Source: an optimization exercise on an open RTL-to-GDS flow (aim: a short achievable clock period and few clock cycles per item). Production flows keep margins and buffers that such runs may drop. Only simulation tests tie the RTL to the original design; equivalence was not proved.

==> v30 <==
Design modular_exponentiation, start of the top module:
module modular_exponentiation (
  input  logic                  clk,
  input  logic                  rst,
  input  logic                  cfg_valid,
  output logic                  cfg_ready,
  input  mexp_pkg::cfg_index_t  cfg_index,
  input  mexp_pkg::field_t      cfg_data,
  input  logic                  operand_valid,
  output logic                  operand_ready,
  input  mexp_pkg::field_t      operand_base_value,
  output logic                  result_valid,
  input  logic                  result_ready,
  output mexp_pkg::field_t      result_residue
);
==> module modular_exponentiation, before the edit <==
module modular_exponentiation (
  input  logic                  clk,
  input  logic                  rst,
  input  logic                  cfg_valid,
  output logic                  cfg_ready,
  input  mexp_pkg::cfg_index_t  cfg_index,
  input  mexp_pkg::field_t      cfg_data,
  input  logic                  operand_valid,
  output logic                  operand_ready,
  input  mexp_pkg::field_t      operand_base_value,
  output logic                  result_valid,
  input  logic                  result_ready,
  output mexp_pkg::field_t      result_residue
);
  mexp_pkg::state_t state;
  mexp_pkg::state_t state_next;
  mexp_pkg::field_t modulus;
  mexp_pkg::field_t power;
  mexp_pkg::word_t m_op;
  mexp_pkg::word_t e_op;
  mexp_pkg::word_t bshift;
  mexp_pkg::word_t rem;
  mexp_pkg::word_t acc;
  mexp_pkg::word_t sq;
  mexp_pkg::cnt_t  cnt;
  logic   res_valid;
  mexp_pkg::field_t res_data;
  logic  mul_start;
  mexp_pkg::word_t mul_x;
  mexp_pkg::word_t mul_y;
  logic  mul_done;
  mexp_pkg::word_t mul_product;
  logic               in_accept;
  logic               mod_small;
  logic               finishing;
  logic [mexp_pkg::WORD_BITS:0] rem_shift;
  logic [mexp_pkg::WORD_BITS:0] rem_diff;
  mexp_pkg::word_t              rem_next;
  assign in_accept = operand_valid && operand_ready;
  assign mod_small = (modulus[mexp_pkg::WORD_BITS-1:1] == '0);
  assign finishing = (state == mexp_pkg::ST_FINISH) && (!res_valid || result_ready);
  assign rem_shift = {rem, bshift[mexp_pkg::WORD_BITS-1]};
  assign rem_diff = rem_shift - {1'b0, m_op};
  assign rem_next = (rem_shift >= {1'b0, m_op}) ? rem_diff[mexp_pkg::WORD_BITS-1:0]
                                                : rem_shift[mexp_pkg::WORD_BITS-1:0];
  assign cfg_ready = 1'b1;
  always_ff @(posedge clk) begin
    if (rst) begin
      modulus <= mexp_pkg::field_t'(1);
      power <= '0;
    end else if (cfg_valid && cfg_ready) begin
      if (cfg_index == mexp_pkg::REG_MODULUS) begin
        modulus <= cfg_data;
      end else if (cfg_index == mexp_pkg::REG_POWER) begin
        power <= cfg_data;
      end
    end
  end
  always_comb begin
    state_next = state;
    unique case (state)
      mexp_pkg::ST_IDLE: begin
        if (in_accept) begin
          state_next = mod_small ? mexp_pkg::ST_FINISH : mexp_pkg::ST_REDUCE;
        end
      end
      mexp_pkg::ST_REDUCE: begin
        if (cnt == '0) begin
          state_next = mexp_pkg::ST_SCAN;
        end
      end
      mexp_pkg::ST_SCAN: begin
        if (e_op == '0) begin
          state_next = mexp_pkg::ST_FINISH;
        end else if (e_op[0]) begin
          state_next = mexp_pkg::ST_MUL_ACC;
        end else begin
          state_next = mexp_pkg::ST_MUL_SQ;
        end
      end
      mexp_pkg::ST_MUL_ACC: begin
        if (mul_done) begin
          state_next = mexp_pkg::ST_MUL_SQ;
        end
      end
      mexp_pkg::ST_MUL_SQ: begin
        if (mul_done) begin
          state_next = mexp_pkg::ST_SCAN;
        end
      end
      mexp_pkg::ST_FINISH: begin
        if (finishing) begin
          state_next = mexp_pkg::ST_IDLE;
        end
      end
      default: state_next = mexp_pkg::ST_IDLE;
    endcase
  end
  always_comb begin
    operand_ready = 1'b0;
    mul_start = 1'b0;
    mul_x = sq;
    mul_y = sq;
    unique case (state)
      mexp_pkg::ST_IDLE: operand_ready = 1'b1;
      mexp_pkg::ST_SCAN: begin
        if (e_op != '0) begin
          mul_start = 1'b1;
          if (e_op[0]) begin
            mul_x = acc;
          end
        end
      end
      mexp_pkg::ST_MUL_ACC: mul_start = mul_done;
      mexp_pkg::ST_REDUCE, mexp_pkg::ST_MUL_SQ, mexp_pkg::ST_FINISH: begin
      end
      default: begin
      end
    endcase
  end
  always_ff @(posedge clk) begin
    if (rst) begin
      state <= mexp_pkg::ST_IDLE;
    end else begin
      state <= state_next;
    end
  end
  always_ff @(posedge clk) begin
    unique case (state)
      mexp_pkg::ST_IDLE: begin
        if (in_accept) begin
          m_op <= modulus[mexp_pkg::WORD_BITS-1:0];
          e_op <= power[mexp_pkg::WORD_BITS-1:0];
          bshift <= operand_base_value[mexp_pkg::WORD_BITS-1:0];
          rem <= '0;
          cnt <= mexp_pkg::cnt_t'(mexp_pkg::WORD_BITS - 1);
          acc <= '0;
        end
      end
      mexp_pkg::ST_REDUCE: begin
        rem <= rem_next;
        bshift <= bshift << 1;
        cnt <= cnt - mexp_pkg::cnt_t'(1);
        if (cnt == '0) begin
          sq <= rem_next;
          acc <= mexp_pkg::word_t'(1);
        end
      end
      mexp_pkg::ST_MUL_ACC: begin
        if (mul_done) begin
          acc <= mul_product;
        end
      end
      mexp_pkg::ST_MUL_SQ: begin
        if (mul_done) begin
          sq <= mul_product;
          e_op <= e_op >> 1;
        end
      end
      mexp_pkg::ST_SCAN, mexp_pkg::ST_FINISH: begin
      end
      default: begin
      end
    endcase
  end
  always_ff @(posedge clk) begin
    if (rst) begin
      res_valid <= 1'b0;
    end else if (finishing) begin
      res_valid <= 1'b1;
    end else if (result_ready) begin
      res_valid <= 1'b0;
    end
  end
  always_ff @(posedge clk) begin
    if (finishing) begin
      res_data <= mexp_pkg::field_t'(acc);
    end
  end
  assign result_valid = res_valid;
  assign result_residue = res_data;
  mexp_mulmod u_mulmod (
    .clk     (clk),
    .rst     (rst),
    .start   (mul_start),
    .x       (mul_x),
    .y       (mul_y),
    .m       (m_op),
    .done    (mul_done),
    .product (mul_product)
  );
endmodule
clock: 8.0 ns
lec_check: 0
cap_margin: 20
core_margin: 2
core_utilization: 40
slew_margin: 20
run.sh (not shown) runs the stock make flow with config.mk's settings and CLKGATE_MAP_FILE= SYNTH_SCRIPT=/design/flow/synth_recipe.tcl, a recipe that flattens the netlist after the stock synthesis.
==> inputs of v33, as changes to v30 <==
--- a/flow/design.v
+++ b/flow/design.v
@@ -56,21 +56,23 @@
       busy <= 1'b1;
     end else if (done) begin
       busy <= 1'b0;
     end
   end
+  mexp_pkg::word_t addend2;
+  mexp_pkg::word_t acc1;
+  assign addend2 = add_mod(addend, addend, m);
+  assign acc1 = mult[0] ? add_mod(acc, addend, m) : acc;
   always_ff @(posedge clk) begin
     if (start) begin
       acc <= '0;
       addend <= x;
       mult <= y;
     end else if (busy && (mult != '0)) begin
-      if (mult[0]) begin
-        acc <= add_mod(acc, addend, m);
-      end
-      addend <= add_mod(addend, addend, m);
-      mult <= mult >> 1;
+      acc <= mult[1] ? add_mod(acc1, addend2, m) : acc1;
+      addend <= add_mod(addend2, addend2, m);
+      mult <= mult >> 2;
     end
   end
 endmodule
 `default_nettype wire
 `default_nettype none
@@ -86,41 +88,13 @@
   input  mexp_pkg::field_t      operand_base_value,
   output logic                  result_valid,
   input  logic                  result_ready,
   output mexp_pkg::field_t      result_residue
 );
-  mexp_pkg::state_t state;
-  mexp_pkg::state_t state_next;
+  localparam int NENG = 4;
   mexp_pkg::field_t modulus;
   mexp_pkg::field_t power;
-  mexp_pkg::word_t m_op;
-  mexp_pkg::word_t e_op;
-  mexp_pkg::word_t bshift;
-  mexp_pkg::word_t rem;
-  mexp_pkg::word_t acc;
-  mexp_pkg::word_t sq;
-  mexp_pkg::cnt_t  cnt;
-  logic   res_valid;
-  mexp_pkg::field_t res_data;
-  logic  mul_start;
-  mexp_pkg::word_t mul_x;
-  mexp_pkg::word_t mul_y;
-  logic  mul_done;
-  mexp_pkg::word_t mul_product;
-  logic               in_accept;
-  logic               mod_small;
-  logic               finishing;
-  logic [mexp_pkg::WORD_BITS:0] rem_shift;
-  logic [mexp_pkg::WORD_BITS:0] rem_diff;
-  mexp_pkg::word_t              rem_next;
-  assign in_accept = operand_valid && operand_ready;
-  assign mod_small = (modulus[mexp_pkg::WORD_BITS-1:1] == '0);
-  assign finishing = (state == mexp_pkg::ST_FINISH) && (!res_valid || result_ready);
-  assign rem_shift = {rem, bshift[mexp_pkg::WORD_BITS-1]};
-  assign rem_diff = rem_shift - {1'b0, m_op};
-  assign rem_next = (rem_shift >= {1'b0, m_op}) ? rem_diff[mexp_pkg::WORD_BITS-1:0]
-                                                : rem_shift[mexp_pkg::WORD_BITS-1:0];
   assign cfg_ready = 1'b1;
   always_ff @(posedge clk) begin
     if (rst) begin
       modulus <= mexp_pkg::field_t'(1);
       power <= '0;
@@ -130,15 +104,108 @@
       end else if (cfg_index == mexp_pkg::REG_POWER) begin
         power <= cfg_data;
       end
     end
   end
+  logic [1:0]       in_ptr;
+  logic [1:0]       out_ptr;
+  logic [NENG-1:0]  e_idle;
+  logic [NENG-1:0]  e_done;
+  logic [NENG-1:0]  e_start;
+  logic [NENG-1:0]  e_ack;
+  mexp_pkg::word_t  e_res [0:NENG-1];
+  logic             take;
+  logic             out_load;
+  logic             res_valid;
+  mexp_pkg::field_t res_data;
+  assign operand_ready = e_idle[in_ptr];
+  assign take = operand_valid && operand_ready;
+  assign out_load = e_done[out_ptr] && (!res_valid || result_ready);
+  for (genvar i = 0; i < NENG; i++) begin : g_eng
+    assign e_start[i] = take && (in_ptr == 2'(i));
+    assign e_ack[i] = out_load && (out_ptr == 2'(i));
+    mexp_engine u_eng (
+      .clk     (clk),
+      .rst     (rst),
+      .start   (e_start[i]),
+      .base    (operand_base_value[mexp_pkg::WORD_BITS-1:0]),
+      .modulus (modulus[mexp_pkg::WORD_BITS-1:0]),
+      .power   (power[mexp_pkg::WORD_BITS-1:0]),
+      .idle    (e_idle[i]),
+      .done    (e_done[i]),
+      .ack     (e_ack[i]),
+      .result  (e_res[i])
+    );
+  end
+  always_ff @(posedge clk) begin
+    if (rst) begin
+      in_ptr <= '0;
+      out_ptr <= '0;
+      res_valid <= 1'b0;
+    end else begin
+      if (take) begin
+        in_ptr <= in_ptr + 2'd1;
+      end
+      if (out_load) begin
+        out_ptr <= out_ptr + 2'd1;
+        res_valid <= 1'b1;
+      end else if (result_ready) begin
+        res_valid <= 1'b0;
+      end
+    end
+  end
+  always_ff @(posedge clk) begin
+    if (out_load) begin
+      res_data <= mexp_pkg::field_t'(e_res[out_ptr]);
+    end
+  end
+  assign result_valid = res_valid;
+  assign result_residue = res_data;
+endmodule
+module mexp_engine (
+  input  logic            clk,
+  input  logic            rst,
+  input  logic            start,
+  input  mexp_pkg::word_t base,
+  input  mexp_pkg::word_t modulus,
+  input  mexp_pkg::word_t power,
+  output logic            idle,
+  output logic            done,
+  input  logic            ack,
+  output mexp_pkg::word_t result
+);
+  mexp_pkg::state_t state;
+  mexp_pkg::state_t state_next;
+  mexp_pkg::word_t m_op;
+  mexp_pkg::word_t e_op;
+  mexp_pkg::word_t bshift;
+  mexp_pkg::word_t rem;
+  mexp_pkg::word_t acc;
+  mexp_pkg::word_t sq;
+  mexp_pkg::cnt_t  cnt;
+  logic  mul_start;
+  mexp_pkg::word_t mul_x;
+  mexp_pkg::word_t mul_y;
+  logic  mul_done;
+  mexp_pkg::word_t mul_product;
+  logic               mod_small;
+  logic [mexp_pkg::WORD_BITS:0] rem_shift;
+  logic [mexp_pkg::WORD_BITS:0] rem_diff;
+  mexp_pkg::word_t              rem_next;
+  assign mod_small = (modulus[mexp_pkg::WORD_BITS-1:1] == '0);
+  assign idle = (state == mexp_pkg::ST_IDLE);
+  assign done = (state == mexp_pkg::ST_FINISH);
+  assign result = acc;
+  assign rem_shift = {rem, bshift[mexp_pkg::WORD_BITS-1]};
+  assign rem_diff = rem_shift - {1'b0, m_op};
+  assign rem_next = (rem_shift >= {1'b0, m_op}) ? rem_diff[mexp_pkg::WORD_BITS-1:0]
+                                                : rem_shift[mexp_pkg::WORD_BITS-1:0];
   always_comb begin
     state_next = state;
     unique case (state)
       mexp_pkg::ST_IDLE: begin
-        if (in_accept) begin
+        if (start) begin
           state_next = mod_small ? mexp_pkg::ST_FINISH : mexp_pkg::ST_REDUCE;
         end
       end
       mexp_pkg::ST_REDUCE: begin
         if (cnt == '0) begin
@@ -163,34 +230,32 @@
         if (mul_done) begin
           state_next = mexp_pkg::ST_SCAN;
         end
       end
       mexp_pkg::ST_FINISH: begin
-        if (finishing) begin
+        if (ack) begin
           state_next = mexp_pkg::ST_IDLE;
         end
       end
       default: state_next = mexp_pkg::ST_IDLE;
     endcase
   end
   always_comb begin
-    operand_ready = 1'b0;
     mul_start = 1'b0;
     mul_x = sq;
     mul_y = sq;
     unique case (state)
-      mexp_pkg::ST_IDLE: operand_ready = 1'b1;
       mexp_pkg::ST_SCAN: begin
         if (e_op != '0) begin
           mul_start = 1'b1;
           if (e_op[0]) begin
             mul_x = acc;
           end
         end
       end
       mexp_pkg::ST_MUL_ACC: mul_start = mul_done;
-      mexp_pkg::ST_REDUCE, mexp_pkg::ST_MUL_SQ, mexp_pkg::ST_FINISH: begin
+      mexp_pkg::ST_IDLE, mexp_pkg::ST_REDUCE, mexp_pkg::ST_MUL_SQ, mexp_pkg::ST_FINISH: begin
       end
       default: begin
       end
     endcase
   end
@@ -202,14 +267,14 @@
     end
   end
   always_ff @(posedge clk) begin
     unique case (state)
       mexp_pkg::ST_IDLE: begin
-        if (in_accept) begin
-          m_op <= modulus[mexp_pkg::WORD_BITS-1:0];
-          e_op <= power[mexp_pkg::WORD_BITS-1:0];
-          bshift <= operand_base_value[mexp_pkg::WORD_BITS-1:0];
+        if (start) begin
+          m_op <= modulus;
+          e_op <= power;
+          bshift <= base;
           rem <= '0;
           cnt <= mexp_pkg::cnt_t'(mexp_pkg::WORD_BITS - 1);
           acc <= '0;
         end
       end
@@ -237,26 +302,10 @@
       end
       default: begin
       end
     endcase
   end
-  always_ff @(posedge clk) begin
-    if (rst) begin
-      res_valid <= 1'b0;
-    end else if (finishing) begin
-      res_valid <= 1'b1;
-    end else if (result_ready) begin
-      res_valid <= 1'b0;
-    end
-  end
-  always_ff @(posedge clk) begin
-    if (finishing) begin
-      res_data <= mexp_pkg::field_t'(acc);
-    end
-  end
-  assign result_valid = res_valid;
-  assign result_residue = res_data;
   mexp_mulmod u_mulmod (
     .clk     (clk),
     .rst     (rst),
     .start   (mul_start),
     .x       (mul_x),
ABC_CLOCK_PERIOD_IN_PS = 3500   (was not set)
SETUP_SLACK_MARGIN = 3.5   (was not set)
TNS_END_PERCENT = 10   (was not set)
==> inputs of v39, as changes to v30 <==
--- a/flow/design.v
+++ b/flow/design.v
@@ -86,41 +86,13 @@
   input  mexp_pkg::field_t      operand_base_value,
   output logic                  result_valid,
   input  logic                  result_ready,
   output mexp_pkg::field_t      result_residue
 );
-  mexp_pkg::state_t state;
-  mexp_pkg::state_t state_next;
+  localparam int NENG = 4;
   mexp_pkg::field_t modulus;
   mexp_pkg::field_t power;
-  mexp_pkg::word_t m_op;
-  mexp_pkg::word_t e_op;
-  mexp_pkg::word_t bshift;
-  mexp_pkg::word_t rem;
-  mexp_pkg::word_t acc;
-  mexp_pkg::word_t sq;
-  mexp_pkg::cnt_t  cnt;
-  logic   res_valid;
-  mexp_pkg::field_t res_data;
-  logic  mul_start;
-  mexp_pkg::word_t mul_x;
-  mexp_pkg::word_t mul_y;
-  logic  mul_done;
-  mexp_pkg::word_t mul_product;
-  logic               in_accept;
-  logic               mod_small;
-  logic               finishing;
-  logic [mexp_pkg::WORD_BITS:0] rem_shift;
-  logic [mexp_pkg::WORD_BITS:0] rem_diff;
-  mexp_pkg::word_t              rem_next;
-  assign in_accept = operand_valid && operand_ready;
-  assign mod_small = (modulus[mexp_pkg::WORD_BITS-1:1] == '0);
-  assign finishing = (state == mexp_pkg::ST_FINISH) && (!res_valid || result_ready);
-  assign rem_shift = {rem, bshift[mexp_pkg::WORD_BITS-1]};
-  assign rem_diff = rem_shift - {1'b0, m_op};
-  assign rem_next = (rem_shift >= {1'b0, m_op}) ? rem_diff[mexp_pkg::WORD_BITS-1:0]
-                                                : rem_shift[mexp_pkg::WORD_BITS-1:0];
   assign cfg_ready = 1'b1;
   always_ff @(posedge clk) begin
     if (rst) begin
       modulus <= mexp_pkg::field_t'(1);
       power <= '0;
@@ -130,15 +102,108 @@
       end else if (cfg_index == mexp_pkg::REG_POWER) begin
         power <= cfg_data;
       end
     end
   end
+  logic [1:0]       in_ptr;
+  logic [1:0]       out_ptr;
+  logic [NENG-1:0]  e_idle;
+  logic [NENG-1:0]  e_done;
+  logic [NENG-1:0]  e_start;
+  logic [NENG-1:0]  e_ack;
+  mexp_pkg::word_t  e_res [0:NENG-1];
+  logic             take;
+  logic             out_load;
+  logic             res_valid;
+  mexp_pkg::field_t res_data;
+  assign operand_ready = e_idle[in_ptr];
+  assign take = operand_valid && operand_ready;
+  assign out_load = e_done[out_ptr] && (!res_valid || result_ready);
+  for (genvar i = 0; i < NENG; i++) begin : g_eng
+    assign e_start[i] = take && (in_ptr == 2'(i));
+    assign e_ack[i] = out_load && (out_ptr == 2'(i));
+    mexp_engine u_eng (
+      .clk     (clk),
+      .rst     (rst),
+      .start   (e_start[i]),
+      .base    (operand_base_value[mexp_pkg::WORD_BITS-1:0]),
+      .modulus (modulus[mexp_pkg::WORD_BITS-1:0]),
+      .power   (power[mexp_pkg::WORD_BITS-1:0]),
+      .idle    (e_idle[i]),
+      .done    (e_done[i]),
+      .ack     (e_ack[i]),
+      .result  (e_res[i])
+    );
+  end
+  always_ff @(posedge clk) begin
+    if (rst) begin
+      in_ptr <= '0;
+      out_ptr <= '0;
+      res_valid <= 1'b0;
+    end else begin
+      if (take) begin
+        in_ptr <= in_ptr + 2'd1;
+      end
+      if (out_load) begin
+        out_ptr <= out_ptr + 2'd1;
+        res_valid <= 1'b1;
+      end else if (result_ready) begin
+        res_valid <= 1'b0;
+      end
+    end
+  end
+  always_ff @(posedge clk) begin
+    if (out_load) begin
+      res_data <= mexp_pkg::field_t'(e_res[out_ptr]);
+    end
+  end
+  assign result_valid = res_valid;
+  assign result_residue = res_data;
+endmodule
+module mexp_engine (
+  input  logic            clk,
+  input  logic            rst,
+  input  logic            start,
+  input  mexp_pkg::word_t base,
+  input  mexp_pkg::word_t modulus,
+  input  mexp_pkg::word_t power,
+  output logic            idle,
+  output logic            done,
+  input  logic            ack,
+  output mexp_pkg::word_t result
+);
+  mexp_pkg::state_t state;
+  mexp_pkg::state_t state_next;
+  mexp_pkg::word_t m_op;
+  mexp_pkg::word_t e_op;
+  mexp_pkg::word_t bshift;
+  mexp_pkg::word_t rem;
+  mexp_pkg::word_t acc;
+  mexp_pkg::word_t sq;
+  mexp_pkg::cnt_t  cnt;
+  logic  mul_start;
+  mexp_pkg::word_t mul_x;
+  mexp_pkg::word_t mul_y;
+  logic  mul_done;
+  mexp_pkg::word_t mul_product;
+  logic               mod_small;
+  logic [mexp_pkg::WORD_BITS:0] rem_shift;
+  logic [mexp_pkg::WORD_BITS:0] rem_diff;
+  mexp_pkg::word_t              rem_next;
+  assign mod_small = (modulus[mexp_pkg::WORD_BITS-1:1] == '0);
+  assign idle = (state == mexp_pkg::ST_IDLE);
+  assign done = (state == mexp_pkg::ST_FINISH);
+  assign result = acc;
+  assign rem_shift = {rem, bshift[mexp_pkg::WORD_BITS-1]};
+  assign rem_diff = rem_shift - {1'b0, m_op};
+  assign rem_next = (rem_shift >= {1'b0, m_op}) ? rem_diff[mexp_pkg::WORD_BITS-1:0]
+                                                : rem_shift[mexp_pkg::WORD_BITS-1:0];
   always_comb begin
     state_next = state;
     unique case (state)
       mexp_pkg::ST_IDLE: begin
-        if (in_accept) begin
+        if (start) begin
           state_next = mod_small ? mexp_pkg::ST_FINISH : mexp_pkg::ST_REDUCE;
         end
       end
       mexp_pkg::ST_REDUCE: begin
         if (cnt == '0) begin
@@ -163,34 +228,32 @@
         if (mul_done) begin
           state_next = mexp_pkg::ST_SCAN;
         end
       end
       mexp_pkg::ST_FINISH: begin
-        if (finishing) begin
+        if (ack) begin
           state_next = mexp_pkg::ST_IDLE;
         end
       end
       default: state_next = mexp_pkg::ST_IDLE;
     endcase
   end
   always_comb begin
-    operand_ready = 1'b0;
     mul_start = 1'b0;
     mul_x = sq;
     mul_y = sq;
     unique case (state)
-      mexp_pkg::ST_IDLE: operand_ready = 1'b1;
       mexp_pkg::ST_SCAN: begin
         if (e_op != '0) begin
           mul_start = 1'b1;
           if (e_op[0]) begin
             mul_x = acc;
           end
         end
       end
       mexp_pkg::ST_MUL_ACC: mul_start = mul_done;
-      mexp_pkg::ST_REDUCE, mexp_pkg::ST_MUL_SQ, mexp_pkg::ST_FINISH: begin
+      mexp_pkg::ST_IDLE, mexp_pkg::ST_REDUCE, mexp_pkg::ST_MUL_SQ, mexp_pkg::ST_FINISH: begin
       end
       default: begin
       end
     endcase
   end
@@ -202,14 +265,14 @@
     end
   end
   always_ff @(posedge clk) begin
     unique case (state)
       mexp_pkg::ST_IDLE: begin
-        if (in_accept) begin
-          m_op <= modulus[mexp_pkg::WORD_BITS-1:0];
-          e_op <= power[mexp_pkg::WORD_BITS-1:0];
-          bshift <= operand_base_value[mexp_pkg::WORD_BITS-1:0];
+        if (start) begin
+          m_op <= modulus;
+          e_op <= power;
+          bshift <= base;
           rem <= '0;
           cnt <= mexp_pkg::cnt_t'(mexp_pkg::WORD_BITS - 1);
           acc <= '0;
         end
       end
@@ -237,26 +300,10 @@
       end
       default: begin
       end
     endcase
   end
-  always_ff @(posedge clk) begin
-    if (rst) begin
-      res_valid <= 1'b0;
-    end else if (finishing) begin
-      res_valid <= 1'b1;
-    end else if (result_ready) begin
-      res_valid <= 1'b0;
-    end
-  end
-  always_ff @(posedge clk) begin
-    if (finishing) begin
-      res_data <= mexp_pkg::field_t'(acc);
-    end
-  end
-  assign result_valid = res_valid;
-  assign result_residue = res_data;
   mexp_mulmod u_mulmod (
     .clk     (clk),
     .rst     (rst),
     .start   (mul_start),
     .x       (mul_x),
ABC_CLOCK_PERIOD_IN_PS = 3500   (was not set)
SETUP_SLACK_MARGIN = 3.5   (was not set)
TNS_END_PERCENT = 10   (was not set)
==> summary.txt <==
Met3 Usage GRT: v39 0.0783; v33 0.117; v30 0.0398
Status: v39 complete, no violations; v33 finished with violations; v30 complete, no violations
Violated checks: v39 -; v33 setup timing; v30 -
Grt met1 use: v39 0.420; v33 0.540; v30 0.386
Count of antenna diodes in the layout: v39 122; v33 180; v30 2
Via total after detailed routing: v39 152000; v33 251000; v30 39900
Combined buffer and inverter count along the critical path: v39 4; v33 11; v30 2
Synthesis-to-layout area growth: v39 17.3%; v33 41.3%; v30 13.4%
Number of warnings reported in the yosys synthesis log: v39 4; v33 4; v30 2
Count of instances resized after the clock tree is built: v39 625; v33 804; v30 0
H-Tree Depth: v39 5; v33 5; v30 3
Die boundary height: v39 651 µm; v33 748 µm; v30 348 µm
Drt wl/cell: v39 28.3 µm; v33 29.2 µm; v30 22.7 µm
Fraction of standard cell area in multi-input logic: v39 0.484; v33 0.471; v30 0.451
Tap cell count: v39 5497; v33 7287; v30 1536
Testbench counts of v30, summed over its fixed seeds: cycles 801,057, items 128.
Testbench counts of v33, summed over its fixed seeds: cycles 104,967, items 128.
Testbench counts of v39, summed over its fixed seeds: cycles 201,022, items 128.

[port drivers added, routing unchanged]
In the flow no input, the clock included, has a driving cell. The finished layouts below were timed again as built, in two steps. Step 1 assumes that a clkbuf_16 drives the clock port and a buf_2 every other input. Step 2, shift: input delay + t, output delay - t, t = (earliest + latest rising clock arrival at the registers) / 2. This alone moves slack from input paths to output paths. a / b / c = no drivers / after step 1 / after step 2; a / b = the first two.
run | t (ns) | setup slack, ns | worst slew at a driven data input, ns
v30 | 0.756 | 0.842 / 0.842 / 0.842 | 0.13
v33 | 1.179 | -4.349 / -4.349 / -4.349 | 0.07
v39 | 1.071 | 1.300 / 1.300 / 1.300 | 0.08
